Background: an optimization exercise with open tools, aiming at small area, a short achievable clock period and few clock cycles per item. Do not read the settings as production practice.
The RTL was checked by simulation tests, not by an equivalence proof against the original design.

<file path="design/flow/config.mk">
export PLATFORM = sky130hd
export DESIGN_NAME = aes_core
export DESIGN_NICKNAME = aes_core
export VERILOG_FILES = /design/flow/design.v
export SDC_FILE = /design/flow/constraint.sdc
export NUM_CORES = 8
export LEC_CHECK = 0
export ABC_AREA = 1
export CAP_MARGIN = 20
export CORE_MARGIN = 2
export CORE_UTILIZATION = 45
export SETUP_SLACK_MARGIN = 1.6
export SLEW_MARGIN = 20
</file>
<file path="design/flow/constraint.sdc">
create_clock -name core_clock -period 7.0 [get_ports {clk}]
set_input_delay 1.4000 -clock core_clock [delete_from_list [all_inputs] [get_ports {clk}]]
set_output_delay 1.4000 -clock core_clock [all_outputs]
set_load 0.01 [all_outputs]
</file>
<file path="design/flow/design.v">
package aes_pkg;
    localparam int block_width = 128;
    localparam int word_width  = 32;
    localparam int byte_width  = 8;
    localparam int round_width = 4;
    localparam logic [round_width-1:0] num_rounds = 4'd10;
    localparam logic [byte_width-1:0] rcon_init = 8'h01;
    typedef union packed {
        logic [0:block_width/byte_width-1][byte_width-1:0] bytes;
        logic [0:block_width/word_width-1][word_width-1:0] words;
    } aes_state_t;
    function automatic logic [byte_width-1:0] xtime(input logic [byte_width-1:0] b);
        xtime = {b[byte_width-2:0], 1'b0} ^ (8'h1b & {byte_width{b[byte_width-1]}});
    endfunction
endpackage
module aes_sbox (
    input  logic [7:0] a,
    output logic [7:0] y
);
    logic U0, U1, U2, U3, U4, U5, U6, U7;
    logic T1, T2, T3, T4, T5, T6, T7, T8, T9, T10, T11, T12;
    logic T13, T14, T15, T16, T17, T18, T19, T20, T21, T22, T23, T24;
    logic T25, T26, T27, M1, M2, M3, M4, M5, M6, M7, M8, M9;
    logic M10, M11, M12, M13, M14, M15, M16, M17, M18, M19, M20, M21;
    logic M22, M23, M37, M38, M39, M40, M41, M42, M43, M44, M45, M46;
    logic M47, M48, M49, M50, M51, M52, M53, M54, M55, M56, M57, M58;
    logic M59, M60, M61, M62, M63, L0, L1, L2, L3, L4, L5, L6;
    logic L7, L8, L9, L10, L11, L12, L13, L14, L15, L16, L17, L18;
    logic L19, L20, L21, L22, L23, L24, L25, L26, L27, L28, L29;
    logic S0, S1, S2, S3, S4, S5, S6, S7;
    localparam logic [15:0] inv_tt_37 = 16'hf650;
    localparam logic [15:0] inv_tt_38 = 16'hc9f0;
    localparam logic [15:0] inv_tt_39 = 16'h8eca;
    localparam logic [15:0] inv_tt_40 = 16'hea26;
    localparam logic [15:0] inv_tt_41 = 16'h23d6;
    localparam logic [15:0] inv_tt_42 = 16'h789a;
    localparam logic [15:0] inv_tt_43 = 16'h3fa0;
    localparam logic [15:0] inv_tt_44 = 16'h64ec;
    localparam logic [15:0] inv_tt_45 = 16'h5b4c;
    assign {U0, U1, U2, U3, U4, U5, U6, U7} = a;
    assign T1 = U0 ^ U3;
    assign T2 = U0 ^ U5;
    assign T3 = U0 ^ U6;
    assign T4 = U3 ^ U5;
    assign T5 = U4 ^ U6;
    assign T6 = T1 ^ T5;
    assign T7 = U1 ^ U2;
    assign T8 = U7 ^ T6;
    assign T9 = U7 ^ T7;
    assign T10 = T6 ^ T7;
    assign T11 = U1 ^ U5;
    assign T12 = U2 ^ U5;
    assign T13 = T3 ^ T4;
    assign T14 = T6 ^ T11;
    assign T15 = T5 ^ T11;
    assign T16 = T5 ^ T12;
    assign T17 = T9 ^ T16;
    assign T18 = U3 ^ U7;
    assign T19 = T7 ^ T18;
    assign T20 = T1 ^ T19;
    assign T21 = U6 ^ U7;
    assign T22 = T7 ^ T21;
    assign T23 = T2 ^ T22;
    assign T24 = T2 ^ T10;
    assign T25 = T20 ^ T17;
    assign T26 = T3 ^ T16;
    assign T27 = T1 ^ T12;
    assign M1 = T13 & T6;
    assign M2 = T23 & T8;
    assign M3 = T14 ^ M1;
    assign M4 = T19 & U7;
    assign M5 = M4 ^ M1;
    assign M6 = T3 & T16;
    assign M7 = T22 & T9;
    assign M8 = T26 ^ M6;
    assign M9 = T20 & T17;
    assign M10 = M9 ^ M6;
    assign M11 = T1 & T15;
    assign M12 = T4 & T27;
    assign M13 = M12 ^ M11;
    assign M14 = T2 & T10;
    assign M15 = M14 ^ M11;
    assign M16 = M3 ^ M2;
    assign M17 = M5 ^ T24;
    assign M18 = M8 ^ M7;
    assign M19 = M10 ^ M15;
    assign M20 = M16 ^ M13;
    assign M21 = M17 ^ M15;
    assign M22 = M18 ^ M13;
    assign M23 = M19 ^ T25;
    assign M37 = inv_tt_37[{M20, M21, M22, M23}];
    assign M38 = inv_tt_38[{M20, M21, M22, M23}];
    assign M39 = inv_tt_39[{M20, M21, M22, M23}];
    assign M40 = inv_tt_40[{M20, M21, M22, M23}];
    assign M41 = inv_tt_41[{M20, M21, M22, M23}];
    assign M42 = inv_tt_42[{M20, M21, M22, M23}];
    assign M43 = inv_tt_43[{M20, M21, M22, M23}];
    assign M44 = inv_tt_44[{M20, M21, M22, M23}];
    assign M45 = inv_tt_45[{M20, M21, M22, M23}];
    assign M46 = M44 & T6;
    assign M47 = M40 & T8;
    assign M48 = M39 & U7;
    assign M49 = M43 & T16;
    assign M50 = M38 & T9;
    assign M51 = M37 & T17;
    assign M52 = M42 & T15;
    assign M53 = M45 & T27;
    assign M54 = M41 & T10;
    assign M55 = M44 & T13;
    assign M56 = M40 & T23;
    assign M57 = M39 & T19;
    assign M58 = M43 & T3;
    assign M59 = M38 & T22;
    assign M60 = M37 & T20;
    assign M61 = M42 & T1;
    assign M62 = M45 & T4;
    assign M63 = M41 & T2;
    assign L0 = M61 ^ M62;
    assign L1 = M50 ^ M56;
    assign L2 = M46 ^ M48;
    assign L3 = M47 ^ M55;
    assign L4 = M54 ^ M58;
    assign L5 = M49 ^ M61;
    assign L6 = M62 ^ L5;
    assign L7 = M46 ^ L3;
    assign L8 = M51 ^ M59;
    assign L9 = M52 ^ M53;
    assign L10 = M53 ^ L4;
    assign L11 = M60 ^ L2;
    assign L12 = M48 ^ M51;
    assign L13 = M50 ^ L0;
    assign L14 = M52 ^ M61;
    assign L15 = M55 ^ L1;
    assign L16 = M56 ^ L0;
    assign L17 = M57 ^ L1;
    assign L18 = M58 ^ L8;
    assign L19 = M63 ^ L4;
    assign L20 = L0 ^ L1;
    assign L21 = L1 ^ L7;
    assign L22 = L3 ^ L12;
    assign L23 = L18 ^ L2;
    assign L24 = L15 ^ L9;
    assign L25 = L6 ^ L10;
    assign L26 = L7 ^ L9;
    assign L27 = L8 ^ L10;
    assign L28 = L11 ^ L14;
    assign L29 = L11 ^ L17;
    assign S0 = L6 ^ L24;
    assign S1 = ~(L16 ^ L26);
    assign S2 = ~(L19 ^ L28);
    assign S3 = L6 ^ L21;
    assign S4 = L20 ^ L22;
    assign S5 = L25 ^ L29;
    assign S6 = ~(L13 ^ L27);
    assign S7 = ~(L6 ^ L23);
    assign y = {S0, S1, S2, S3, S4, S5, S6, S7};
endmodule
`timescale 1ns/100ps
module aes_ctrl (
    input  logic clk,
    input  logic rst,
    input  logic start,
    input  logic last_round,
    output logic running,
    output logic valid
);
    always_ff @(posedge clk or posedge rst) begin
        if (rst) begin
            running <= 1'b0;
            valid   <= 1'b0;
        end else begin
            valid <= running && last_round;
            if (!running) begin
                running <= start;
            end else if (last_round) begin
                running <= 1'b0;
            end
        end
    end
endmodule
`timescale 1ns/100ps
module aes_round_counter (
    input  logic                           clk,
    input  logic                           rst,
    input  logic                           running,
    output logic                           last_round,
    output logic [aes_pkg::byte_width-1:0] rcon
);
    localparam logic [aes_pkg::byte_width-1:0] rcon_last = 8'h36;
    logic [aes_pkg::byte_width-1:0] rcon_q;
    always_ff @(posedge clk or posedge rst) begin
        if (rst) begin
            rcon_q <= '0;
        end else begin
            rcon_q <= aes_pkg::xtime(rcon);
        end
    end
    assign rcon       = running ? rcon_q : aes_pkg::rcon_init;
    assign last_round = (rcon_q == rcon_last);
endmodule
`timescale 1ns/100ps
module aes_key_schedule (
    input  logic                            clk,
    input  logic                            running,
    input  logic [aes_pkg::block_width-1:0] key,
    input  logic [aes_pkg::byte_width-1:0]  rcon,
    output aes_pkg::aes_state_t             round_key
);
    localparam int word_bytes = aes_pkg::word_width / aes_pkg::byte_width;
    aes_pkg::aes_state_t prev_key;
    aes_pkg::aes_state_t next_key;
    logic [aes_pkg::word_width-1:0] rot_word;
    logic [aes_pkg::word_width-1:0] sub_word;
    logic [aes_pkg::word_width-1:0] w0_rcon;
    assign prev_key = running ? round_key : key;
    assign rot_word = {prev_key.words[3][aes_pkg::word_width-aes_pkg::byte_width-1:0],
                       prev_key.words[3][aes_pkg::word_width-1 -: aes_pkg::byte_width]};
    for (genvar i = 0; i < word_bytes; i++) begin : g_sbox
        aes_sbox i_sbox (
            .a (rot_word[aes_pkg::byte_width*i +: aes_pkg::byte_width]),
            .y (sub_word[aes_pkg::byte_width*i +: aes_pkg::byte_width])
        );
    end
    assign w0_rcon = prev_key.words[0] ^ {rcon, {(aes_pkg::word_width-aes_pkg::byte_width){1'b0}}};
    logic [aes_pkg::word_width-1:0] w01, w23;
    assign w01 = w0_rcon ^ prev_key.words[1];
    assign w23 = prev_key.words[2] ^ prev_key.words[3];
    always_comb begin
        next_key.words[0] = w0_rcon ^ sub_word;
        next_key.words[1] = w01 ^ sub_word;
        next_key.words[2] = prev_key.words[2] ^ next_key.words[1];
        next_key.words[3] = w23 ^ next_key.words[1];
    end
    always_ff @(posedge clk) begin
        round_key <= next_key;
    end
endmodule
`timescale 1ns/100ps
module aes_round (
    input  logic                            clk,
    input  logic                            rst,
    input  logic                            running,
    input  logic                            valid,
    input  logic [aes_pkg::block_width-1:0] plaintext,
    input  logic [aes_pkg::block_width-1:0] key,
    input  aes_pkg::aes_state_t             round_key,
    output logic [aes_pkg::block_width-1:0] ciphertext
);
    localparam int num_bytes = aes_pkg::block_width / aes_pkg::byte_width;
    localparam int num_cols  = aes_pkg::block_width / aes_pkg::word_width;
    aes_pkg::aes_state_t cur_state;
    aes_pkg::aes_state_t mix_state;
    aes_pkg::aes_state_t add_state;
    aes_pkg::aes_state_t sub_state;
    aes_pkg::aes_state_t shift_state;
    logic [aes_pkg::block_width-1:0] result;
    function automatic logic [aes_pkg::word_width-1:0] mix_column(
        input logic [aes_pkg::word_width-1:0] col
    );
        logic [aes_pkg::byte_width-1:0] a0, a1, a2, a3;
        logic [aes_pkg::byte_width-1:0] s0, s1, s2, s3;
        {a0, a1, a2, a3} = col;
        s0 = a0 ^ a1;
        s1 = a1 ^ a2;
        s2 = a2 ^ a3;
        s3 = a3 ^ a0;
        mix_column = {aes_pkg::xtime(s0) ^ (s2 ^ a1),
                      aes_pkg::xtime(s1) ^ (s3 ^ a2),
                      aes_pkg::xtime(s2) ^ (s0 ^ a3),
                      aes_pkg::xtime(s3) ^ (s1 ^ a0)};
    endfunction
    always_comb begin
        for (int c = 0; c < num_cols; c++) begin
            mix_state.words[c] = mix_column(cur_state.words[c]);
        end
    end
    assign add_state = running ? (mix_state ^ round_key) : (plaintext ^ key);
    for (genvar i = 0; i < num_bytes; i++) begin : g_sbox
        aes_sbox i_sbox (
            .a (add_state.bytes[i]),
            .y (sub_state.bytes[i])
        );
    end
    always_comb begin
        for (int c = 0; c < num_cols; c++) begin
            for (int r = 0; r < num_cols; r++) begin
                shift_state.bytes[num_cols*c + r] =
                    sub_state.bytes[num_cols*((c + r) % num_cols) + r];
            end
        end
    end
    always_ff @(posedge clk) begin
        cur_state <= shift_state;
    end
    assign ciphertext = valid ? (cur_state ^ round_key) : result;
    always_ff @(posedge clk or posedge rst) begin
        if (rst) begin
            result <= '0;
        end else begin
            result <= ciphertext;
        end
    end
endmodule
`timescale 1ns/100ps
module aes_core (
    input  logic                            clk,
    input  logic                            rst,
    input  logic                            start,
    input  logic [aes_pkg::block_width-1:0] plaintext,
    input  logic [aes_pkg::block_width-1:0] key,
    output logic [aes_pkg::block_width-1:0] ciphertext,
    output logic                            valid
);
    logic                           running;
    logic                           last_round;
    logic [aes_pkg::byte_width-1:0] rcon;
    aes_pkg::aes_state_t            round_key;
    aes_ctrl i_aes_ctrl (
        .clk        (clk),
        .rst        (rst),
        .start      (start),
        .last_round (last_round),
        .running    (running),
        .valid      (valid)
    );
    aes_round_counter i_aes_round_counter (
        .clk        (clk),
        .rst        (rst),
        .running    (running),
        .last_round (last_round),
        .rcon       (rcon)
    );
    aes_key_schedule i_aes_key_schedule (
        .clk       (clk),
        .running   (running),
        .key       (key),
        .rcon      (rcon),
        .round_key (round_key)
    );
    aes_round i_aes_round (
        .clk        (clk),
        .rst        (rst),
        .running    (running),
        .valid      (valid),
        .plaintext  (plaintext),
        .key        (key),
        .round_key  (round_key),
        .ciphertext (ciphertext)
    );
endmodule
</file>
<file path="design/flow/flow/run.sh">
#!/bin/bash
# Standard ORFS layout with these changes:
#  - synthesis maps the logic with its own ABC script
#    (flow/abc_area.script: delay-oriented mapping with some area
#    recovery), which suits this XOR-heavy design far better than
#    the stock scripts;
#  - synthesis skips the half/full-adder extraction, which would
#    freeze XOR/AND pairs of the S-boxes into slow adder cells;
#  - every port still gets its own buffer, but the smallest one.
# The registers and their names are those of the standard synthesis.
# make's output goes to make_finish.log; each ORFS step writes its
# own full log under orfs/logs/.
set -euo pipefail
WORK=$(pwd)
rm -rf "$WORK/scripts_mod"
cp -r "$FLOW_HOME/scripts" "$WORK/scripts_mod"
cp "$WORK/flow/abc_area.script" "$WORK/scripts_mod/abc_area.script"
bash "$WORK/standard.sh" SCRIPTS_DIR="$WORK/scripts_mod" ABC_AREA=1 ADDER_MAP_FILE= \
    BUFFER_PORTS_ARGS="-buffer_cell sky130_fd_sc_hd__buf_1" \
    finish > "$WORK/make_finish.log" 2>&1
</file>
<file path="design/flow/flow/abc_area.script">
strash
dc2
&get -n
&dch
&nf -p -R 50
&put
topo
stime -c
buffer -c
upsize -c
dnsize -c
</file>
<file path="design/flow/standard.sh">
#!/bin/bash
# synth_recipe.tcl (not shown) runs the flow's synth.tcl, then flattens the netlist and writes it again
# the make line also repeats each setting of config.mk as NAME=value (left out here)
make -C /OpenROAD-flow-scripts/flow DESIGN_CONFIG=/design/flow/config.mk WORK_HOME=/design/flow/orfs CLKGATE_MAP_FILE= SYNTH_SCRIPT=/design/flow/synth_recipe.tcl "${@:-finish}"
</file>
==> impl_results.md, run 1 <==
- Net Count, Synth: 5001
- Vias per cell: 5.140
- Worst setup EP type: register
- Synth top cells by count: xnor2_1, xor2_1, nor2_1, nand2_1, a21oi_1
- Worst-margin pin slew: 0.9503 ns
- Area Overhead vs Synth: 22.73%
- Synthesized area: 40740 µm²
- Synth top area cells: xnor2_1, xor2_1, dfxtp_1, dfrtp_1, nor2_1
- Min Hold Slack: 0.5112 ns
- CP dominant cell by count: xnor2_1
- CTS sink cnt: 394
- Sequential share of the synthesized area: 21.06%
- Mapped Cells: 4742
- Count of cell types in the netlist: 73
- Core region area: 89870 µm²
- Register bit total from synthesis: 394
- Startpoint Class: primary input
- Vias in the first global route: 32522
- Setup_tns: 0 ns
- Die Span X: 304.9 µm
- Gr usage total: 30.27%
- Ant. Diodes: 0
- Post-DP HPWL: 121000 µm
- Num CTS Buffers: 53
- Syn_area_per_cell: 8.591 µm²
- Most common cell in the netlist: xnor2_1
- CP required: 7.49 ns
- Post-route ant nets: 0
- Port bufs: 387
- Num ports: 388
- Clock Skew: 0.02859 ns
- Crit path max-delay family: XOR/XNOR gates
- # fillers: 8267
- Worst slew margin: 36.65%
- Final min period: 5.356 ns
- Drt total wl: 147100 µm
- Fin crit share: 76.51%
- Initial Utilization: 45.33%
- Pins Over Slew Limit: 0
- Hold crit path type: reg2reg
- Vias: 33448
- Worst EP arrival: 5.85 ns
- Synth area leader: xnor2_1
- Post-Layout Cell Count: 6508
- Crit path cell chain: buf_1 > xnor2_1 > nor2_1 > a21oi_2 > xnor2_1 > xnor2_1 > nand2b_1 > xor2_1 > xnor2_1 > xnor2_2 > nor2b_1 > nand2b_1 > xnor2_1 > nand2_1 > xnor2_4 > xor2_1 > xnor2_1 > xnor2_1
- CP Class: in2reg
- Full die area: 92950 µm²
- Clock root buffer: clkbuf_16
- Number of enable flip-flop cells after synthesis: 0
- Status: complete, no violations
- Residual DRC: 0
- Share of layout cells above drive strength 1: 16.58%
- Synth warn: 4
- Antenna violations before repair: 5
- Peak Freq: 186.7 MHz
- Final nets: 5546
- Chip Height: 304.9 µm
- Drt pass-1 iters: 5
- Final Setup Violations: 0
- Fin util: 55.63%
- Largest net degree at the start of global routing: 173
- Dominant synthesized flop cell: dfxtp_1
- WP buf/inv: 1
- CTS tree: yes
- Fin. Hold Viols: 0
- CTS Hold Buffers Added: 0
- Placed instance count: 6251
- Routability Congestion: 1.023
- Slowest-stage cell, CP: xnor2_1
- First-pass GRT wire length: 210200 µm
- Max Root-Sink Buffers: 3
- Max stage delay on crit path: 0.51 ns
- Synth top area share: 34.46%
- Clock Pin Slew Worst Setup and Hold Paths: 0.06 ns
- Ys async rst share: 35.03%
- Max cap viols: 0
- Reg area: 8606 µm²
- Multi-input gate area: 34400 µm²
- Skew-Pair Late Insertion Delay: 0.64 ns
- Worst-path maximum fanout: 4
- Drt initial violations: 2984
- GRT overflow: 0
- Htree depth: 2
- Row Count: 110
- DR WL/cell: 22.60 µm
- RSZ-0062 raised after global routing: yes
## timing repair
item,in CTS,in global routing
cloned,0,3
gates resized for setup,138,303
endpoints found under the setup margin,207,185
setup buffers,29,125
pin swaps,21,78
## through the flow
| stage | setup slack (ns) | instance area (µm²) |
|---|---|---|
| 3_5_place_dp | 0.2945 | 43600 |
| 4_1_cts | 1.551 | 46690 |
| 6_report | 1.644 | 50000 |
| 5_1_grt | 1.510 | 50000 |
| 2_1_floorplan | 1.713 | 40740 |
| 3_3_place_gp | 0.1090 | 43600 |
## per-layer routing
metal	vias up	GRT usage [%]	part of all wire (%)
li1	16044	-	-
met1	15993	41.04	44
met2	1159	48.87	46
met3	250	3.317	5.7
met4	2	12.66	4.7
met5	-	0	0.0088
## path summary, 6_finish.rpt
path	startpoint	end	slack [ns]	cells after the start
max in group asynchronous	rst	i_aes_round.result[19]	5.20	3
min reg2reg	i_aes_round_counter.rcon_q[3]	i_aes_round_counter.rcon_q[4]	0.51	1
max	key[74]	i_aes_round.cur_state[9]	1.64	18
min in group asynchronous	rst	i_aes_round.result[95]	0.89	2
min	i_aes_round_counter.rcon_q[3]	i_aes_round_counter.rcon_q[4]	0.51	1
max reg2reg	i_aes_ctrl.running	i_aes_key_schedule.round_key[25]	1.71	24
## layout by cell type (no fill, tap or decap), types with 70 or more instances in the layout
cell type / n
nand2b_1: 76
nor2_1: 597
nand2_1: 336
buf_4: 195
a21oi_1: 262
xor2_2: 86
xnor2_2: 241
mux2i_1: 87
dfxtp_1: 240
buf_1: 386
dfrtp_1: 136
xnor2_1: 1418
o21ai_0: 70
nor2b_1: 79
xor2_1: 549
## sequential cells by signal, indices dropped and copies added, names as in the netlist
name	count
i_aes_ctrl.running	1
i_aes_ctrl.valid	1
i_aes_key_schedule.round_key	128
i_aes_round.cur_state	128
i_aes_round.result	128
i_aes_round_counter.rcon_q	8
## kinds of logic (layout without fill, tap and decap cells)
group / count (synthesis) / count (layout) / share of synthesized area [%]
buf+inv: 152 / 741 / 1.959
simple gates: 1240 / 1240 / 13.26
flops: 394 / 394 / 21.06
mux: 119 / 119 / 3.498
compound gates: 474 / 474 / 6.594
xor+xnor: 2363 / 2364 / 53.64
## area by class of cell
type	count	area share [%]
clock inverters	29	0.4705
well taps	1176	2.943
repair buffers	618	7.227
multi-input cells	4197	68.80
clock buffers	71	3.161
flip-flops and latches	394	17.21
inverters	23	0.1827
Testbench counts, summed over its fixed seeds: cycles 9,600, blocks 960.
==> run 2, diff against run 1 <==
--- a/design/flow/config.mk
+++ b/design/flow/config.mk
@@ -9,5 +9,5 @@
 export CAP_MARGIN = 20
 export CORE_MARGIN = 2
 export CORE_UTILIZATION = 45
-export SETUP_SLACK_MARGIN = 1.6
+export SETUP_SLACK_MARGIN = 1.25
 export SLEW_MARGIN = 20
==> impl_results.md, run 2 <==
- Routed met2 length: 65970 µm (-2.3%)
- Max cap viols: 0 (unchanged)
- Worst EP arrival: 6.15 ns (+0.30 ns)
- RSZ-0062 raised after global routing: yes
- Worst setup EP type: register
- Final Setup Violations: 0 (unchanged)
- Drt initial violations: 2902 (-2.7%)
- Worst slew margin: 34.49% (-2.2 points)
- Area Overhead vs Synth: 15.19%
- Post-route ant nets: 0 (unchanged)
- Gr usage total: 30.14% (-0.14 points)
- Fin crit share: 79.84% (+3.3 points)
- Initial Utilization: 45.33% (unchanged)
- # fillers: 8575 (+3.7%)
- Synth top area share: 34.46% (unchanged)
- Routability Congestion: 1.023 (unchanged)
- Ys async rst share: 35.03% (unchanged)
- GRT overflow: 0 (unchanged)
- Final nets: 5431 (-2.1%)
- Critical path startpoint: key[9]
- Most frequent cells in the layout: xnor2_1, nor2_1, xor2_1
- Min Hold Slack: 0.5119 ns (+0.0006730 ns)
- Vias per cell: 5.145 (+0.12%)
- Chip Height: 304.9 µm (unchanged)
- Synth top area cells: xnor2_1, xor2_1, dfxtp_1, dfrtp_1, nor2_1
- Hold crit path type: reg2reg
- Most common cell in the netlist: xnor2_1
- Number of enable flip-flop cells after synthesis: 0 (unchanged)
- Sequential share of the synthesized area: 21.06% (unchanged)
- Num ports: 388 (unchanged)
- Full die area: 92950 µm² (unchanged)
- Final worst-path setup slack: 1.411 ns (-0.2333 ns)
- Max Root-Sink Buffers: 3 (unchanged)
- Ant. Diodes: 0 (unchanged)
- Core region area: 89870 µm² (unchanged)
- Residual DRC: 0 (unchanged)
- Peak Freq: 178.9 MHz (-4.2%)
- Status: complete, no violations
- Post-place setup slack: 0.2945 ns (unchanged)
- Mapped Cells: 4742 (unchanged)
- Count of cell types in the netlist: 73 (unchanged)
- Clock Pin Slew Worst Setup and Hold Paths: 0.06 ns (about the same)
- Skew-Pair Late Insertion Delay: 0.64 ns (about the same)
- Startpoint Class: primary input
- Dominant synthesized flop cell: dfxtp_1
- Htree depth: 2 (unchanged)
- Register bit total from synthesis: 394 (unchanged)
- Synth warn: 4 (unchanged)
- Largest net degree at the start of global routing: 173 (unchanged)
- Antenna violations before repair: 3 (-2)
- First-pass GRT wire length: 209200 µm (-0.48%)
- Synthesized area: 40740 µm² (unchanged)
- Vias in the first global route: 32254 (-0.82%)
- CP Class: in2reg
- Drt pass-1 iters: 5 (unchanged)
- Met3 wire length: 8697 µm (+3.2%)
- CTS tree: yes
- Num CTS Buffers: 53 (unchanged)
- Max layer used: met5
- Die Span X: 304.9 µm (unchanged)
- Post-Layout Cell Count: 6393 (-1.8%)
- Clock Skew: 0.02927 ns (+0.0006735 ns)
- Metal-1 WL: 63570 µm (-0.95%)
- Biggest regs: i_aes_key_schedule.round_key x128, i_aes_round.cur_state x128, i_aes_round.result x128
- Pins Over Slew Limit: 0 (unchanged)
- CP required: 7.56 ns (+0.07 ns)
- Synth top cells by count: xnor2_1, xor2_1, nor2_1, nand2_1, a21oi_1
- DR WL/cell: 22.61 µm (about the same)
- Clock root buffer: clkbuf_16
- CTS sink cnt: 394 (unchanged)
- Synth area leader: xnor2_1
- Setup_tns: 0 ns (unchanged)
- Post-DP HPWL: 121000 µm (unchanged)
- R2r startpoint: i_aes_ctrl.running
- Hold_sp: i_aes_round_counter.rcon_q[3]
- Port bufs: 387 (unchanged)
- Placed Area: 43600 µm² (unchanged)
- Net Count, Synth: 5001 (unchanged)
- Fin. Hold Viols: 0 (unchanged)
- Post-Layout Inst Area: 46930 µm² (-6.1%)
- Vias: 32895 (-1.7%)
- Drt total wl: 144500 µm (-1.7%)
- Final min period: 5.589 ns (+0.2333 ns)
- Row Count: 110 (unchanged)
- Worst-margin pin slew: 0.9827 ns (+0.03238 ns)
- Worst-path maximum fanout: 8 (+4)
- Share of layout cells above drive strength 1: 10.56% (-6.0 points)
- Placed instance count: 6251 (unchanged)
- CTS Hold Buffers Added: 0 (unchanged)
- Syn_area_per_cell: 8.591 µm² (unchanged)
- Most common cell after layout, fill and taps aside: xnor2_1
[run 2: final timing paths]
path / to / slack (ns) / cells past startpoint
min in group asynchronous: i_aes_round.result[95] / 0.88 / 2
worst max-delay path: i_aes_key_schedule.round_key[18] / 1.41 / 20
worst min register to register: i_aes_round_counter.rcon_q[4] / 0.51 / 1
worst min-delay path: i_aes_round_counter.rcon_q[4] / 0.51 / 1
max in group asynchronous: i_aes_round.result[19] / 5.20 / 3
worst max register to register: i_aes_key_schedule.round_key[18] / 1.44 / 21
[run 2: metal layers]
| metal | vias to the layer above | GRT usage, % |
|---|---|---|
| met4 | 2 | 12.11 |
| li1 | 15850 | - |
| met5 | - | 0 |
| met2 | 1160 | 48.74 |
| met1 | 15651 | 40.80 |
| met3 | 232 | 3.560 |
[run 2: area by class of cell]
cell class	count	area, µm²	area share, %
inverter	23	91.34	0.1946
clock inverter	29	235.2	0.5012
timing repair buffer	504	2484	5.292
clock buffer	71	1580	3.367
sequential	394	8592	18.31
tap	1176	1471	3.135
multi-input combinational	4196	32470	69.20
[run 2: logic make-up (layout without fill, tap and decap cells)]
logic type,Yosys count,count (layout),synth area share [%]
mux,119,119,3.498
compound gates,474,474,6.594
buf+inv,152,627,1.959
simple gates,1240,1240,13.26
xor+xnor,2363,2363,53.64
flops,394,394,21.06
[run 2: timing repair]
action / in CTS / in global routing
setup buffers: 7 / 35
pin swaps: 0 / 20
endpoints found under the hold margin: 0 / 0
endpoints found under the setup margin: 129 / 140
resized for setup: 23 / 129
[run 2: critical path, cell delays in order]
cell and delay [ns]:
buf_1 0.13, mux2i_4 0.34, xor2_4 0.26, xor2_2 0.39
xor2_2 0.26, nand2_1 0.10, xor2_1 0.17, xnor2_1 0.17
xnor2_2 0.39, nor2_1 0.13, o32ai_1 0.31, or2_1 0.28
xor2_2 0.24, xnor2_2 0.12, xor2_1 0.19, xnor2_1 0.17
xnor2_1 0.39, xnor2_2 0.20, xnor2_2 0.32, xnor2_1 0.16
[run 2: stage by stage]
stage,util (%)
after detailed placement,48.51
after global routing,52.22
after floorplan,-
final,52.22
after global placement,48.51
after CTS,50.84
==> run 3, diff against run 2 <==
--- a/design/flow/design.v
+++ b/design/flow/design.v
@@ -222,14 +222,15 @@
         );
     end
     assign w0_rcon = prev_key.words[0] ^ {rcon, {(aes_pkg::word_width-aes_pkg::byte_width){1'b0}}};
-    logic [aes_pkg::word_width-1:0] w01, w23;
-    assign w01 = w0_rcon ^ prev_key.words[1];
-    assign w23 = prev_key.words[2] ^ prev_key.words[3];
+    logic [aes_pkg::word_width-1:0] w01, w012, w0123;
+    assign w01   = w0_rcon ^ prev_key.words[1];
+    assign w012  = w01 ^ prev_key.words[2];
+    assign w0123 = w012 ^ prev_key.words[3];
     always_comb begin
         next_key.words[0] = w0_rcon ^ sub_word;
         next_key.words[1] = w01 ^ sub_word;
-        next_key.words[2] = prev_key.words[2] ^ next_key.words[1];
-        next_key.words[3] = w23 ^ next_key.words[1];
+        next_key.words[2] = w012 ^ sub_word;
+        next_key.words[3] = w0123 ^ sub_word;
     end
     always_ff @(posedge clk) begin
         round_key <= next_key;
@@ -249,32 +250,35 @@
     localparam int num_bytes = aes_pkg::block_width / aes_pkg::byte_width;
     localparam int num_cols  = aes_pkg::block_width / aes_pkg::word_width;
     aes_pkg::aes_state_t cur_state;
-    aes_pkg::aes_state_t mix_state;
+    aes_pkg::aes_state_t mix_state;     
     aes_pkg::aes_state_t add_state;
     aes_pkg::aes_state_t sub_state;
     aes_pkg::aes_state_t shift_state;
     logic [aes_pkg::block_width-1:0] result;
-    function automatic logic [aes_pkg::word_width-1:0] mix_column(
-        input logic [aes_pkg::word_width-1:0] col
+    function automatic logic [aes_pkg::word_width-1:0] mix_add_column(
+        input logic [aes_pkg::word_width-1:0] col,
+        input logic [aes_pkg::word_width-1:0] key_col
     );
         logic [aes_pkg::byte_width-1:0] a0, a1, a2, a3;
+        logic [aes_pkg::byte_width-1:0] k0, k1, k2, k3;
         logic [aes_pkg::byte_width-1:0] s0, s1, s2, s3;
         {a0, a1, a2, a3} = col;
+        {k0, k1, k2, k3} = key_col;
         s0 = a0 ^ a1;
         s1 = a1 ^ a2;
         s2 = a2 ^ a3;
         s3 = a3 ^ a0;
-        mix_column = {aes_pkg::xtime(s0) ^ (s2 ^ a1),
-                      aes_pkg::xtime(s1) ^ (s3 ^ a2),
-                      aes_pkg::xtime(s2) ^ (s0 ^ a3),
-                      aes_pkg::xtime(s3) ^ (s1 ^ a0)};
+        mix_add_column = {aes_pkg::xtime(s0) ^ (s2 ^ (a1 ^ k0)),
+                          aes_pkg::xtime(s1) ^ (s3 ^ (a2 ^ k1)),
+                          aes_pkg::xtime(s2) ^ (s0 ^ (a3 ^ k2)),
+                          aes_pkg::xtime(s3) ^ (s1 ^ (a0 ^ k3))};
     endfunction
     always_comb begin
         for (int c = 0; c < num_cols; c++) begin
-            mix_state.words[c] = mix_column(cur_state.words[c]);
+            mix_state.words[c] = mix_add_column(cur_state.words[c], round_key.words[c]);
         end
     end
-    assign add_state = running ? (mix_state ^ round_key) : (plaintext ^ key);
+    assign add_state = running ? mix_state : (plaintext ^ key);
     for (genvar i = 0; i < num_bytes; i++) begin : g_sbox
         aes_sbox i_sbox (
             .a (add_state.bytes[i]),
==> impl_results.md, run 3 <==
- Port bufs: 387 (unchanged)
- Biggest regs: i_aes_key_schedule.round_key x128, i_aes_round.cur_state x128, i_aes_round.result x128
- DR WL/cell: 22.45 µm (-0.69%)
- Peak Freq: 177.2 MHz (-0.96%)
- Row Count: 109 (-0.91%)
- Worst setup EP type: register
- Net Count, Synth: 4983 (-0.36%)
- Clock Skew: 0.03257 ns (+0.003304 ns)
- Die Span X: 303.0 µm (-0.61%)
- Max Root-Sink Buffers: 3 (unchanged)
- Register bit total from synthesis: 394 (unchanged)
- Hold_sp: i_aes_round_counter.rcon_q[3]
- Crit path cell chain: buf_1 > mux2i_4 > xor2_4 > xnor2_2 > buf_4 > xor2_1 > nor2_1 > a21oi_1 > nor2_1 > xnor2_1 > xnor2_2 > nand2b_1 > nand2b_1 > and3b_1 > nor2b_4 > xor2_2 > xnor2_1 > xnor2_1 > xnor2_1 > buf_4 > xnor2_1 > xnor2_1 > buf_4 > xnor2_1
- Most common cell after layout, fill and taps aside: xnor2_1
- Hold Crit Endpoint: i_aes_round_counter.rcon_q[4]
- Synth top area cells: xnor2_1, xor2_1, dfxtp_1, dfrtp_1, nor2_1
- Vias in the first global route: 32026 (-0.71%)
- Mapped Cells: 4724 (-0.38%)
- Synth top area share: 36.05% (+1.6 points)
- Routability Congestion: 1.035 (+1.2%)
- R2r setup slk: 1.41 ns (-0.03 ns)
- CP required: 7.48 ns (-0.08 ns)
- Ys async rst share: 35.03% (unchanged)
- Number of enable flip-flop cells after synthesis: 0 (unchanged)
- Most common cell in the netlist: xnor2_1
- Final min period: 5.643 ns (+0.05432 ns)
- Final worst-path setup slack: 1.357 ns (-0.05432 ns)
- Hold crit path type: reg2reg
- Post-Layout Cell Count: 6386 (-0.11%)
- CP Class: in2reg
- Crit path max-delay family: XOR/XNOR gates
- Fin. Hold Viols: 0 (unchanged)
- Worst slew margin: 37.30% (+2.8 points)
- Count of cell types in the netlist: 77 (+5.5%)
- Drt initial violations: 2557 (-12%)
- Final nets: 5439 (+0.15%)
- Placed instance count: 6254 (+0.048%)
- Residual DRC: 0 (unchanged)
- Drt total wl: 143400 µm (-0.80%)
- Fin util: 52.63% (+0.41 points)
- Min Hold Slack: 0.5035 ns (-0.008324 ns)
- Startpoint Class: primary input
- Num ports: 388 (unchanged)
- RSZ-0062 raised after global routing: yes
- Share of layout cells above drive strength 1: 9.960% (-0.60 points)
- Drt pass-1 iters: 28 (+23)
- Fin crit share: 80.62% (+0.78 points)
- RR Endpoint: i_aes_key_schedule.round_key[20]
- Area Overhead vs Synth: 15.77%
- Vias: 32780 (-0.35%)
- Ant. Diodes: 0 (unchanged)
- Htree depth: 2 (unchanged)
- Slowest-stage cell, CP: xnor2_1
- Synth top cells by count: xnor2_1, nor2_1, xor2_1, a21oi_1, nand2_1
- Hold depth: 1 (unchanged)
- Num CTS Buffers: 51 (-3.8%)
- Pins Over Slew Limit: 0 (unchanged)
- Sequential share of the synthesized area: 21.32% (+0.26 points)
- Largest net degree at the start of global routing: 150 (-13%)
- Dominant synthesized flop cell: dfxtp_1
- Skew-Pair Late Insertion Delay: 0.62 ns (-0.02 ns)
- Gr usage total: 30.38% (+0.25 points)
- Most frequent cells in the layout: xnor2_1, nor2_1, xor2_1
- Synth area leader: xnor2_1
- Synth warn: 4 (unchanged)
- Core region area: 88510 µm² (-1.5%)
- Chip Height: 303.0 µm (-0.61%)
- Worst EP arrival: 6.13 ns (-0.02 ns)
- Worst R2R Path Depth: 24 (+14%)
- Cell depth of the worst setup path: 24 (+20%)
- Clock root buffer: clkbuf_16
- Post-DP HPWL: 120400 µm (-0.46%)
- Syn_area_per_cell: 8.517 µm² (-0.86%)
- Worst-margin pin slew: 0.9405 ns (-0.04223 ns)
- Final Setup Violations: 0 (unchanged)
- Clock Pin Slew Worst Setup and Hold Paths: 0.06 ns (about the same)
- Initial Utilization: 45.46% (+0.13 points)
- Max cap viols: 0 (unchanged)
- Post-place setup slack: 0.1556 ns (-0.1390 ns)
- R2r startpoint: i_aes_ctrl.running
- Antenna violations before repair: 1 (-2)
- Max stage delay on crit path: 0.41 ns (+0.02 ns)
- Status: complete, no violations
- Full die area: 91820 µm² (-1.2%)
- Post-route ant nets: 0 (unchanged)
- Synthesized area: 40230 µm² (-1.2%)
- WP buf/inv: 4 (+3)
- First-pass GRT wire length: 206700 µm (-1.2%)
- GRT overflow: 0 (unchanged)
- Vias per cell: 5.133 (-0.24%)
- CTS sink cnt: 394 (unchanged)
- Worst-path maximum fanout: 8 (unchanged)
- CP dominant cell by count: xnor2_1
- CTS tree: yes
[run 3: cell count changes after synthesis, sizes merged, moves of 13 or more]
cell,change
a21oi,+24
nand2,-65
and2,-13
xnor2,+25
xor2,-19
buf,-18
nor2,+51
[run 3: repair_timing]
item | CTS | global route
buffers inserted | 9 | 28
gates cloned | 0 | 1
setup endpoints to repair | 95 | 121
resized for setup | 27 | 139
pin swaps | 3 | 19
hold buffers | 0 | 0
[run 3: how the worst max path moves through the flow]
stage	from	endpoint
finish	key[13]	i_aes_key_schedule.round_key[20]
global route	i_aes_ctrl.running	i_aes_round.cur_state[82]
CTS	key[6]	i_aes_key_schedule.round_key[10]
detailed placement	key[13]	i_aes_key_schedule.round_key[23]
global placement	key[13]	i_aes_key_schedule.round_key[23]
floorplan	key[10]	i_aes_key_schedule.round_key[18]
[run 3: routing by layer]
layer	up-vias	wire, µm	GRT usage, %
li1	15868	-	-
met1	15528	61430	40.71
met2	1148	65200	49.03
met3	236	9580	4.046
met4	0	7147	12.85
met5	-	0	0
[run 3: cells by family (layout without fill, tap and decap cells)]
kind of cell	count (synthesis)	in the layout	share of synthesized area, %
xor gates and xnor gates	2369	2370	53.55
muxes	124	124	3.548
AOI/OAI and AO/OA	496	496	6.975
and+or+nand+nor	1201	1201	12.91
buffers and inverters	140	636	1.689
DFF	394	394	21.32
[run 3: per-stage QoR]
step	cell area, µm²	setup TNS [ns]
4_1_cts	45330	0
5_1_grt	46580	0
6_report	46580	0
2_1_floorplan	40230	0
3_3_place_gp	43330	-0.07150
3_5_place_dp	43330	0
[run 3: area by class of cell]
| class | count | area (µm²) |
|---|---|---|
| clock buffer | 71 | 1485 |
| tap | 1165 | 1458 |
| sequential | 394 | 8589 |
| fill | 8513 | 41930 |
| timing repair buffer | 520 | 2559 |
| inverter | 22 | 87.58 |
| clock inverter | 23 | 220.2 |
| multi-input combinational | 4191 | 32180 |
Testbench counts of run 3, summed over its fixed seeds: cycles 9,600, blocks 960.
==> run 4, diff against run 3 <==
--- a/design/flow/config.mk
+++ b/design/flow/config.mk
@@ -9,5 +9,5 @@
 export CAP_MARGIN = 20
 export CORE_MARGIN = 2
 export CORE_UTILIZATION = 45
-export SETUP_SLACK_MARGIN = 1.25
+export SETUP_SLACK_MARGIN = 1.0
 export SLEW_MARGIN = 20
==> impl_results.md, run 4 <==
- Full die area: 91820 µm² (unchanged)
- Biggest regs: i_aes_key_schedule.round_key x128, i_aes_round.cur_state x128, i_aes_round.result x128
- R2r setup slk: 1.26 ns (-0.15 ns)
- Area Overhead vs Synth: 13.24%
- Largest net degree at the start of global routing: 150 (unchanged)
- Antenna violations before repair: 0 (-1)
- Num CTS Buffers: 51 (unchanged)
- Count of cell types in the netlist: 77 (unchanged)
- Ys async rst share: 35.03% (unchanged)
- Status: complete, no violations
- Skew-Pair Late Insertion Delay: 0.62 ns (about the same)
- Pins Over Slew Limit: 0 (unchanged)
- Routability Congestion: 1.035 (unchanged)
- Synthesized area: 40230 µm² (unchanged)
- Clock root buffer: clkbuf_16
- Most frequent cells in the layout: xnor2_1, nor2_1, xor2_1
- Most common cell after layout, fill and taps aside: xnor2_1
- Drt pass-1 iters: 27 (-3.6%)
- Core region area: 88510 µm² (unchanged)
- Hold depth: 1 (unchanged)
- Hold crit path type: reg2reg
- Placed Area: 43330 µm² (unchanged)
- Synth area leader: xnor2_1
- CP required: 7.53 ns (+0.05 ns)
- Vias: 32735 (-0.14%)
- Drt initial violations: 2554 (-0.12%)
- Die Span X: 303.0 µm (unchanged)
- Final nets: 5419 (-0.37%)
- Hold Crit Endpoint: i_aes_round_counter.rcon_q[4]
- Num ports: 388 (unchanged)
- Post-route ant nets: 0 (unchanged)
- Hold_sp: i_aes_round_counter.rcon_q[3]
- Clock Pin Slew Worst Setup and Hold Paths: 0.06 ns (about the same)
- GRT overflow: 0 (unchanged)
- Startpoint Class: primary input
- Peak Freq: 172.5 MHz (-2.7%)
- Vias per cell: 5.141 (+0.16%)
- Worst setup EP type: register
- Synth top cells by count: xnor2_1, nor2_1, xor2_1, a21oi_1, nand2_1
- Dominant synthesized flop cell: dfxtp_1
- Chip Height: 303.0 µm (unchanged)
- Synth top area share: 36.05% (unchanged)
- Max cap viols: 0 (unchanged)
- Worst EP arrival: 6.33 ns (+0.20 ns)
- Synth warn: 4 (unchanged)
- Post-Layout Inst Area: 45560 µm² (-2.2%)
- Fin crit share: 82.84% (+2.2 points)
- Worst-path maximum fanout: 8 (unchanged)
- Drt total wl: 142500 µm (-0.57%)
- # fillers: 8616 (+1.2%)
- Worst R2R Path Depth: 21 (-13%)
- Port bufs: 387 (unchanged)
- Htree depth: 2 (unchanged)
- Worst-margin pin slew: 0.9304 ns (-0.01009 ns)
- Post-DP HPWL: 120400 µm (unchanged)
- Initial Utilization: 45.46% (unchanged)
- Syn_area_per_cell: 8.517 µm² (unchanged)
- CTS sink cnt: 394 (unchanged)
- RSZ-0062 raised after global routing: yes
- Share of layout cells above drive strength 1: 7.883% (-2.1 points)
- Sequential share of the synthesized area: 21.32% (unchanged)
- R2r startpoint: i_aes_ctrl.running
- Net Count, Synth: 4983 (unchanged)
- CTS tree: yes
- First-pass GRT wire length: 206400 µm (-0.17%)
- Max Root-Sink Buffers: 3 (unchanged)
- Synth top area cells: xnor2_1, xor2_1, dfxtp_1, dfrtp_1, nor2_1
- Number of enable flip-flop cells after synthesis: 0 (unchanged)
- DR WL/cell: 22.39 µm (-0.27%)
- Gr usage total: 30.33% (-0.050 points)
- Residual DRC: 0 (unchanged)
- Final Setup Violations: 0 (unchanged)
- Most common cell in the netlist: xnor2_1
- Register bit total from synthesis: 394 (unchanged)
- Row Count: 109 (unchanged)
- Vias in the first global route: 31990 (-0.11%)
- Mapped Cells: 4724 (unchanged)
- Fin util: 51.48% (-1.1 points)
- Fin. Hold Viols: 0 (unchanged)
- CP Class: in2reg
- Final min period: 5.799 ns (+0.1552 ns)
- Worst slew margin: 37.98% (+0.67 points)
- RR Endpoint: i_aes_key_schedule.round_key[14]
- Clock Skew: 0.03014 ns (-0.002437 ns)
run 4: cell counts after synthesis:
Identical to the previous run, type by type.
run 4: timing repair:
| action | in CTS | in global routing |
|---|---|---|
| setup endpoints to repair | 36 | 88 |
| buffers inserted | 1 | 17 |
| hold buffers | 0 | 0 |
| gates resized for setup | 12 | 40 |
| pin swaps | 0 | 3 |
run 4: worst max-delay path: stages:
cell and delay (ns):
buf_1 0.15, mux2i_2 0.35, xor2_2 0.29, xnor2_2 0.19, buf_4 0.20, xor2_1 0.30, nor2_1 0.08, a21oi_1 0.14
nor2_1 0.07, xnor2_1 0.24, xnor2_2 0.17, nand2b_1 0.19, nand2b_1 0.17, and3b_1 0.26, nor2b_2 0.19, xor2_1 0.30
xnor2_1 0.23, xnor2_1 0.19, xnor2_1 0.13, xnor2_2 0.27, xnor2_2 0.19, xnor2_2 0.42, xnor2_1 0.17
run 4: worst max path at each step:
stage                                          from                          endpoint  depth (start not counted)
final                                       key[13]  i_aes_key_schedule.round_key[18]                         23
after global routing      i_aes_round.cur_state[23]         i_aes_round.cur_state[31]                         19
after CTS                                   key[13]  i_aes_key_schedule.round_key[23]                         19
after detailed placement                    key[13]  i_aes_key_schedule.round_key[23]                         19
after global placement                      key[13]  i_aes_key_schedule.round_key[23]                         19
after floorplan                             key[10]  i_aes_key_schedule.round_key[18]                         21
run 4: stage by stage:
| step | setup TNS, ns | setup WS (ns) | std cells | hold WS, ns |
|---|---|---|---|---|
| floorplan | 0 | 1.622 | 4724 | 0.4665 |
| global placement | -0.07150 | -0.04424 | 6254 | 0.4951 |
| detailed placement | 0 | 0.1556 | 6254 | 0.4982 |
| CTS | 0 | 0.9392 | 6349 | 0.5072 |
| global route | 0 | 0.9888 | 6366 | 0.5423 |
| finish | 0 | 1.201 | 6367 | 0.5074 |
run 4: cell families after synthesis:
kind of cell | synth area share [%]
xor+xnor | 53.55
simple gates | 12.91
buf+inv | 1.689
mux | 3.548
flops | 21.32
compound gates | 6.975
run 4: area by class of cell:
| class | count | area (µm²) | share of cell area (%) |
|---|---|---|---|
| multi-input combinational | 4190 | 31340 | 68.77 |
| sequential | 394 | 8587 | 18.85 |
| timing repair buffer | 501 | 2387 | 5.240 |
| clock buffer | 71 | 1485 | 3.260 |
| tap | 1165 | 1458 | 3.199 |
| clock inverter | 23 | 220.2 | 0.4833 |
| inverter | 22 | 87.58 | 0.1922 |
| antenna | 1 | 2.502 | 0.005492 |
run 4: routing by layer:
metal / routed length [µm] / part of all wire (%) / track usage, % / vias to the layer above
li1: - / - / - / 15838
met1: 61320 / 43 / 40.54 / 15496
met2: 64480 / 45 / 49.11 / 1174
met3: 9666 / 6.8 / 4.153 / 227
met4: 7078 / 5.0 / 12.56 / 0
met5: 0 / 0 / 0 / -
==> run 5, diff against run 4 <==
--- a/design/flow/config.mk
+++ b/design/flow/config.mk
@@ -9,5 +9,5 @@
 export CAP_MARGIN = 20
 export CORE_MARGIN = 2
 export CORE_UTILIZATION = 45
-export SETUP_SLACK_MARGIN = 1.0
+export SETUP_SLACK_MARGIN = 1.4
 export SLEW_MARGIN = 20
==> impl_results.md, run 5 <==
- Final worst-path setup slack: 1.523 ns (+0.3218 ns)
- Full die area: 91820 µm² (unchanged)
- GRT overflow: 0 (unchanged)
- # fillers: 8390 (-2.6%)
- Sequential share of the synthesized area: 21.32% (unchanged)
- Share of layout cells above drive strength 1: 12.05% (+4.2 points)
- Number of enable flip-flop cells after synthesis: 0 (unchanged)
- Routability Congestion: 1.035 (unchanged)
- Final min period: 5.477 ns (-0.3218 ns)
- Syn_area_per_cell: 8.517 µm² (unchanged)
- Die Span X: 303.0 µm (unchanged)
- Peak Freq: 182.6 MHz (+5.9%)
- Synthesized area: 40230 µm² (unchanged)
- Worst-margin pin slew: 0.9344 ns (+0.004051 ns)
- Vias: 32918 (+0.56%)
- Largest net degree at the start of global routing: 150 (unchanged)
- Antenna violations before repair: 1 (+1)
- Synth top area cells: xnor2_1, xor2_1, dfxtp_1, dfrtp_1, nor2_1
- Worst-path maximum fanout: 10 (+2)
- Register bit total from synthesis: 394 (unchanged)
- Net Count, Synth: 4983 (unchanged)
- Port bufs: 387 (unchanged)
- DR WL/cell: 22.47 µm (+0.36%)
- Drt total wl: 144200 µm (+1.1%)
- Mapped Cells: 4724 (unchanged)
- Skew-Pair Late Insertion Delay: 0.62 ns (about the same)
- Max Root-Sink Buffers: 3 (unchanged)
- Residual DRC: 0 (unchanged)
- Most frequent cells in the layout: xnor2_1, nor2_1, xor2_1
- Num ports: 388 (unchanged)
- Post-DP HPWL: 120400 µm (unchanged)
- Most common cell in the netlist: xnor2_1
- Fin. Hold Viols: 0 (unchanged)
- CP Class: in2reg
- Ant. Diodes: 0 (-1)
- Num CTS Buffers: 51 (unchanged)
- Most common cell after layout, fill and taps aside: xnor2_1
- Synth warn: 4 (unchanged)
- Post-route ant nets: 0 (unchanged)
- Synth top area share: 36.05% (unchanged)
- Min Hold Slack: 0.5058 ns (-0.001582 ns)
- Status: complete, no violations
- Vias per cell: 5.130 (-0.22%)
- CTS sink cnt: 394 (unchanged)
- Startpoint Class: primary input
- Clock Skew: 0.02890 ns (-0.001240 ns)
- RSZ-0062 raised after global routing: yes
- Final nets: 5470 (+0.94%)
- Biggest regs: i_aes_key_schedule.round_key x128, i_aes_round.cur_state x128, i_aes_round.result x128
- CP required: 7.48 ns (-0.05 ns)
- Max cap viols: 0 (unchanged)
- Area Overhead vs Synth: 18.23%
- Hold crit path type: reg2reg
- CTS Hold Buffers Added: 0 (unchanged)
- Pins Over Slew Limit: 0 (unchanged)
- Worst setup EP type: register
- First-pass GRT wire length: 207000 µm (+0.30%)
- Worst slew margin: 37.71% (-0.27 points)
- Htree depth: 2 (unchanged)
- Gr usage total: 30.40% (+0.071 points)
- Final Setup Violations: 0 (unchanged)
- Initial Utilization: 45.46% (unchanged)
- Worst EP arrival: 5.96 ns (-0.37 ns)
- CTS tree: yes
- Clock root buffer: clkbuf_16
- Dominant synthesized flop cell: dfxtp_1
- Chip Height: 303.0 µm (unchanged)
- Fin crit share: 78.24% (-4.6 points)
- Vias in the first global route: 32066 (+0.24%)
- Clock Pin Slew Worst Setup and Hold Paths: 0.06 ns (about the same)
- Post-place setup slack: 0.1556 ns (unchanged)
- Row Count: 109 (unchanged)
- Ys async rst share: 35.03% (unchanged)
- Synth area leader: xnor2_1
- Core region area: 88510 µm² (unchanged)
- Synth top cells by count: xnor2_1, nor2_1, xor2_1, a21oi_1, nand2_1
- Drt initial violations: 2635 (+3.2%)
- Count of cell types in the netlist: 77 (unchanged)
- Drt pass-1 iters: 27 (unchanged)
-- run 5: cell counts after synthesis --
Identical to the previous run, type by type.
-- run 5: final timing paths --
| check | start | end | slack (ns) | cells after the start |
|---|---|---|---|---|
| max | key[15] | i_aes_round.cur_state[79] | 1.52 | 18 |
| min | i_aes_round_counter.rcon_q[3] | i_aes_round_counter.rcon_q[4] | 0.51 | 1 |
| max reg2reg | i_aes_round.cur_state[12] | i_aes_round.cur_state[79] | 1.56 | 16 |
| min reg2reg | i_aes_round_counter.rcon_q[3] | i_aes_round_counter.rcon_q[4] | 0.51 | 1 |
| max in group asynchronous | rst | i_aes_ctrl.running | 4.89 | 3 |
| min in group asynchronous | rst | i_aes_round.result[93] | 0.78 | 2 |
-- run 5: cells by family (layout without fill, tap and decap cells) --
kind of cell | after synthesis | in the layout | share of synthesized area, %
flip-flops | 394 | 394 | 21.32
AND/OR/NAND/NOR | 1201 | 1201 | 12.91
multiplexers | 124 | 124 | 3.548
AO/OA/AOI/OAI | 496 | 496 | 6.975
buffers and inverters | 140 | 667 | 1.689
XOR/XNOR | 2369 | 2370 | 53.55
-- run 5: repair_timing --
action,4_1_cts,5_1_grt
buffers inserted,14,54
gates resized for setup,57,215
cloned,0,1
pin swaps,6,31
endpoints found under the setup margin,156,165
-- run 5: cell type report --
type	count	area, µm²	share of cell area (%)
flip-flops and latches	394	8593	18.07
clock buffers	71	1485	3.122
repair buffers	551	2829	5.947
inverters	22	87.58	0.1841
clock inverters	23	220.2	0.4629
multi-input cells	4191	32900	69.15
well taps	1165	1458	3.064
-- run 5: worst max-delay path, stage by stage --
cell and delay (ns):
buf_1 0.27, xor2_1 0.14, nor2_1 0.28, a21oi_1 0.09
buf_4 0.19, xnor2_2 0.30, xnor2_2 0.18, xor2_1 0.32
nand2_1 0.14, a21oi_1 0.30, xnor2_1 0.43, nor2_1 0.22
o31ai_1 0.40, nor2_1 0.13, xor2_2 0.37, xor2_1 0.28
xnor2_1 0.17, xor2_1 0.35
-- run 5: stage by stage --
stage	setup TNS, ns	cells	utilization [%]	area [µm²]
floorplan	0	4724	-	40230
global placement	-0.07150	6254	48.96	43330
detailed placement	0	6254	48.96	43330
CTS	0	6362	51.50	45590
global route	0	6417	53.74	47570
finish	0	6417	53.74	47570
-- run 5: layer usage --
metal | up-vias | track usage [%] | wire [µm]
li1 | 15927 | - | -
met5 | - | 0 | 0
met2 | 1137 | 49.13 | 65670
met4 | 0 | 12.77 | 7160
met3 | 241 | 3.781 | 8961
met1 | 15613 | 40.89 | 62390
==> run 6, diff against run 5 <==
--- a/design/flow/design.v
+++ b/design/flow/design.v
@@ -204,10 +204,10 @@
     input  logic                            running,
     input  logic [aes_pkg::block_width-1:0] key,
     input  logic [aes_pkg::byte_width-1:0]  rcon,
-    output aes_pkg::aes_state_t             round_key
+    output aes_pkg::aes_state_t             round_key,
+    output aes_pkg::aes_state_t             prev_key
 );
     localparam int word_bytes = aes_pkg::word_width / aes_pkg::byte_width;
-    aes_pkg::aes_state_t prev_key;
     aes_pkg::aes_state_t next_key;
     logic [aes_pkg::word_width-1:0] rot_word;
     logic [aes_pkg::word_width-1:0] sub_word;
@@ -243,42 +243,39 @@
     input  logic                            running,
     input  logic                            valid,
     input  logic [aes_pkg::block_width-1:0] plaintext,
-    input  logic [aes_pkg::block_width-1:0] key,
     input  aes_pkg::aes_state_t             round_key,
+    input  aes_pkg::aes_state_t             round_in_key,
     output logic [aes_pkg::block_width-1:0] ciphertext
 );
     localparam int num_bytes = aes_pkg::block_width / aes_pkg::byte_width;
     localparam int num_cols  = aes_pkg::block_width / aes_pkg::word_width;
     aes_pkg::aes_state_t cur_state;
-    aes_pkg::aes_state_t mix_state;     
+    aes_pkg::aes_state_t mix_state;
     aes_pkg::aes_state_t add_state;
     aes_pkg::aes_state_t sub_state;
     aes_pkg::aes_state_t shift_state;
     logic [aes_pkg::block_width-1:0] result;
-    function automatic logic [aes_pkg::word_width-1:0] mix_add_column(
-        input logic [aes_pkg::word_width-1:0] col,
-        input logic [aes_pkg::word_width-1:0] key_col
+    function automatic logic [aes_pkg::word_width-1:0] mix_column(
+        input logic [aes_pkg::word_width-1:0] col
     );
         logic [aes_pkg::byte_width-1:0] a0, a1, a2, a3;
-        logic [aes_pkg::byte_width-1:0] k0, k1, k2, k3;
         logic [aes_pkg::byte_width-1:0] s0, s1, s2, s3;
         {a0, a1, a2, a3} = col;
-        {k0, k1, k2, k3} = key_col;
         s0 = a0 ^ a1;
         s1 = a1 ^ a2;
         s2 = a2 ^ a3;
         s3 = a3 ^ a0;
-        mix_add_column = {aes_pkg::xtime(s0) ^ (s2 ^ (a1 ^ k0)),
-                          aes_pkg::xtime(s1) ^ (s3 ^ (a2 ^ k1)),
-                          aes_pkg::xtime(s2) ^ (s0 ^ (a3 ^ k2)),
-                          aes_pkg::xtime(s3) ^ (s1 ^ (a0 ^ k3))};
+        mix_column = {aes_pkg::xtime(s0) ^ (s2 ^ a1),
+                      aes_pkg::xtime(s1) ^ (s3 ^ a2),
+                      aes_pkg::xtime(s2) ^ (s0 ^ a3),
+                      aes_pkg::xtime(s3) ^ (s1 ^ a0)};
     endfunction
     always_comb begin
         for (int c = 0; c < num_cols; c++) begin
-            mix_state.words[c] = mix_add_column(cur_state.words[c], round_key.words[c]);
+            mix_state.words[c] = mix_column(cur_state.words[c]);
         end
     end
-    assign add_state = running ? mix_state : (plaintext ^ key);
+    assign add_state = (running ? mix_state : plaintext) ^ round_in_key;
     for (genvar i = 0; i < num_bytes; i++) begin : g_sbox
         aes_sbox i_sbox (
             .a (add_state.bytes[i]),
@@ -319,6 +316,7 @@
     logic                           last_round;
     logic [aes_pkg::byte_width-1:0] rcon;
     aes_pkg::aes_state_t            round_key;
+    aes_pkg::aes_state_t            round_in_key;
     aes_ctrl i_aes_ctrl (
         .clk        (clk),
         .rst        (rst),
@@ -339,16 +337,17 @@
         .running   (running),
         .key       (key),
         .rcon      (rcon),
-        .round_key (round_key)
+        .round_key (round_key),
+        .prev_key  (round_in_key)
     );
     aes_round i_aes_round (
         .clk        (clk),
         .rst        (rst),
         .running    (running),
         .valid      (valid),
-        .plaintext  (plaintext),
-        .key        (key),
-        .round_key  (round_key),
+        .plaintext    (plaintext),
+        .round_key    (round_key),
+        .round_in_key (round_in_key),
         .ciphertext (ciphertext)
     );
 endmodule
--- a/design/flow/config.mk
+++ b/design/flow/config.mk
@@ -9,5 +9,5 @@
 export CAP_MARGIN = 20
 export CORE_MARGIN = 2
 export CORE_UTILIZATION = 45
-export SETUP_SLACK_MARGIN = 1.4
+export SETUP_SLACK_MARGIN = 1.6
 export SLEW_MARGIN = 20
==> impl_results.md, run 6 <==
- Register bit total from synthesis: 394 (unchanged)
- Multi-input gate area: 33300 µm² (+1.2%)
- Port bufs: 387 (unchanged)
- Pins Over Slew Limit: 0 (unchanged)
- Dominant synthesized flop cell: dfxtp_1
- CTS tree: yes
- R2r startpoint: i_aes_ctrl.running
- Crit path cell chain: buf_12 > buf_4 > mux2i_4 > xor2_2 > xnor2_2 > buf_4 > xor2_1 > xor2_1 > nor2_1 > xnor2_2 > nand2b_1 > nand2_1 > xor2_1 > nand2_1 > xor2_4 > xnor2_2 > xnor2_1 > xnor2_1 > xnor2_2 > xnor2_2 > xnor2_2 > xnor2_1
- Hold Crit Endpoint: i_aes_round_counter.rcon_q[3]
- Synth area leader: xnor2_1
- Most frequent cells in the layout: xnor2_1, nor2_1, xor2_1
- Area Overhead vs Synth: 22.24%
- Synth top cells by count: xnor2_1, xor2_1, nor2_1, a21oi_1, nand2_1
- CP Class: reg2reg
- Hold_sp: i_aes_round_counter.rcon_q[2]
- Ys async rst share: 35.03% (unchanged)
- CTS Hold Buffers Added: 0 (unchanged)
- Synth warn: 4 (unchanged)
- Most common cell in the netlist: xnor2_1
- Sequential share of the synthesized area: 21.48% (+0.16 points)
- Reg area: 8617 µm² (+0.28%)
- Setup_tns: 0 ns (unchanged)
- Worst R2R Path Depth: 22 (+6)
- Vias in the first global route: 31400 (-2.1%)
- Largest net degree at the start of global routing: 155 (+3.3%)
- Htree depth: 2 (unchanged)
- Slowest-stage cell, CP: dfrtp_4
- Status: complete, no violations
- Initial Utilization: 45.32% (-0.14 points)
- Die Span X: 301.9 µm (-0.38%)
- CP required: 7.54 ns (+0.06 ns)
- Hold crit path type: reg2reg
- Chip Height: 301.9 µm (-0.38%)
- RSZ-0062 raised after global routing: yes
- Worst-margin pin slew: 0.8641 ns (-0.07037 ns)
- Worst setup EP type: register
- Gr usage total: 30.61% (+0.21 points)
- Hold depth: 1 (unchanged)
- Worst slew margin: 42.40% (+4.7 points)
- Syn_area_per_cell: 8.744 µm² (+2.7%)
- R2r setup slk: 1.72 ns (+0.16 ns)
- Number of enable flip-flop cells after synthesis: 0 (unchanged)
- Fin. Hold Viols: 0 (unchanged)
- Num ports: 388 (unchanged)
- GRT overflow: 0 (unchanged)
- Drt pass-1 iters: 6 (-78%)
- Clock Skew: 0.02985 ns (+0.0009566 ns)
- Synth top area share: 31.57% (-4.5 points)
- Synth top area cells: xnor2_1, xor2_1, dfxtp_1, dfrtp_1, nor2_1
- Most common cell after layout, fill and taps aside: xnor2_1
- Count of cell types in the netlist: 81 (+5.2%)
- Skew-Pair Late Insertion Delay: 0.66 ns (+0.04 ns)
- Vias: 32659 (-0.79%)
- Routability Congestion: 0.9921 (-4.2%)
- Row Count: 109 (unchanged)
- Synthesized area: 39930 µm² (-0.76%)
- Metal-1 WL: 62900 µm (+0.81%)
- Antenna violations before repair: 1 (unchanged)
- # fillers: 8210 (-2.1%)
- Biggest regs: i_aes_key_schedule.round_key x128, i_aes_round.cur_state x128, i_aes_round.result x128
- Net Count, Synth: 4825 (-3.2%)
- Full die area: 91130 µm² (-0.75%)
- Clock root buffer: clkbuf_16
## run 6: cell count changes after synthesis, moves of 12 or more
cell | previous run | this run
a21oi_1 | 306 | 318
a21oi_2 | 21 | 5
clkbuf_1 | 73 | 55
nand2_1 | 279 | 310
nor2_1 | 656 | 584
o21ai_0 | 70 | 54
xnor2_1 | 1656 | 1439
xnor2_2 | 53 | 125
xor2_1 | 618 | 592
xor2_2 | 34 | 56
## run 6: timing repair
item / in CTS / in global routing
pin swaps: 6 / 87
cloned: 0 / 2
gates resized for setup: 120 / 278
buffers inserted: 23 / 137
setup endpoints to repair: 218 / 186
## run 6: critical path: cells and delay by family, from the launching register on
family / cells / cell delay [ns]
xor gates and xnor gates: 14 / 3.21
and+or+nand+nor: 4 / 0.58
buffers and inverters: 3 / 0.52
DFF: 1 / 0.51
muxes: 1 / 0.32
## run 6: logic make-up after synthesis
group           Yosys count  synth area share (%)
flops                   394                 21.48
xor+xnor               2222                 52.62
mux                     139                 4.046
buf+inv                 141                 1.974
compound gates          476                 6.650
simple gates           1194                 13.23
## run 6: worst max-delay path by stage
| stage | end | slack [ns] | cells after the start |
|---|---|---|---|
| 3_3_place_gp | i_aes_key_schedule.round_key[27] | 0.22 | 18 |
| 6_report | i_aes_key_schedule.round_key[18] | 1.72 | 22 |
| 5_1_grt | i_aes_key_schedule.round_key[28] | 1.47 | 23 |
| 3_5_place_dp | i_aes_key_schedule.round_key[25] | 0.35 | 19 |
| 4_1_cts | i_aes_round.cur_state[82] | 1.58 | 19 |
| 2_1_floorplan | i_aes_round.cur_state[50] | 1.64 | 18 |
## run 6: cell type report
type / instances / area share [%]
Antenna cell: 1 / 0.005127
Tap cell: 1165 / 2.986
Timing Repair Buffer: 639 / 7.232
Clock buffer: 63 / 2.920
Clock inverter: 33 / 0.7870
Multi-Input combinational cell: 4032 / 68.22
Sequential cell: 394 / 17.65
Inverter: 24 / 0.1948
## run 6: routing by layer
metal,up-vias,GRT usage [%]
met5,-,0
met4,2,10.08
met3,216,3.922
met2,1176,50.44
met1,15692,41.46
li1,15573,-
## run 6: through the flow
step / cells / hold WS (ns) / setup slack, ns / area [µm²]
final: 6351 / 0.4733 / 1.717 / 48810
after global routing: 6350 / 0.4927 / 1.472 / 48810
after CTS: 6211 / 0.4697 / 1.580 / 45750
after detailed placement: 6092 / 0.4601 / 0.3492 / 42900
after global placement: 6092 / 0.4661 / 0.2212 / 42900
after floorplan: 4566 / 0.4129 / 1.645 / 39930
Testbench counts of run 6, summed over its fixed seeds: cycles 9,600, blocks 960.

## port drivers added, routing unchanged
The results above use ideal ports. As a check the final layouts listed here were re-extracted and re-timed, cells and wires unchanged. Step 1 sets driving cells, clkbuf_16 on the clock port and buf_2 on the other inputs (assumed; they add their load-dependent delay and slew). Step 2 also shifts input and output timing later by t, the mid clock arrival at the registers, as if the neighbouring blocks saw the same clock. Three values: ideal ports, drivers, drivers and shift; two values: the first two.
| run | t (ns) | setup slack, ns | worst setup path at the end | clock arrival spread, ns | worst data-port slew with drivers (ns) |
|---|---|---|---|---|---|
| run 1 | 0.702 | 1.644 / 1.690 / 0.988 | input to register | 0.028 / 0.028 | 0.18 |
| run 2 | 0.696 | 1.411 / 1.444 / 0.765 | input to register | 0.029 / 0.029 | 0.16 |
| run 3 | 0.678 | 1.357 / 1.404 / 0.725 | input to register | 0.033 / 0.033 | 0.05 |
| run 4 | 0.676 | 1.201 / 1.250 / 0.574 | input to register | 0.031 / 0.032 | 0.05 |
| run 5 | 0.676 | 1.523 / 1.556 / 0.884 | input to register | 0.030 / 0.031 | 0.05 |
| run 6 | 0.720 | 1.717 / 1.717 / 1.064 | input to register | 0.031 / 0.031 | 0.12 |
After both steps every run listed still meets setup and hold. For run 1, which loses most, drivers alone change the setup slack by +0.046 ns; drivers and shift together by -0.656 ns.
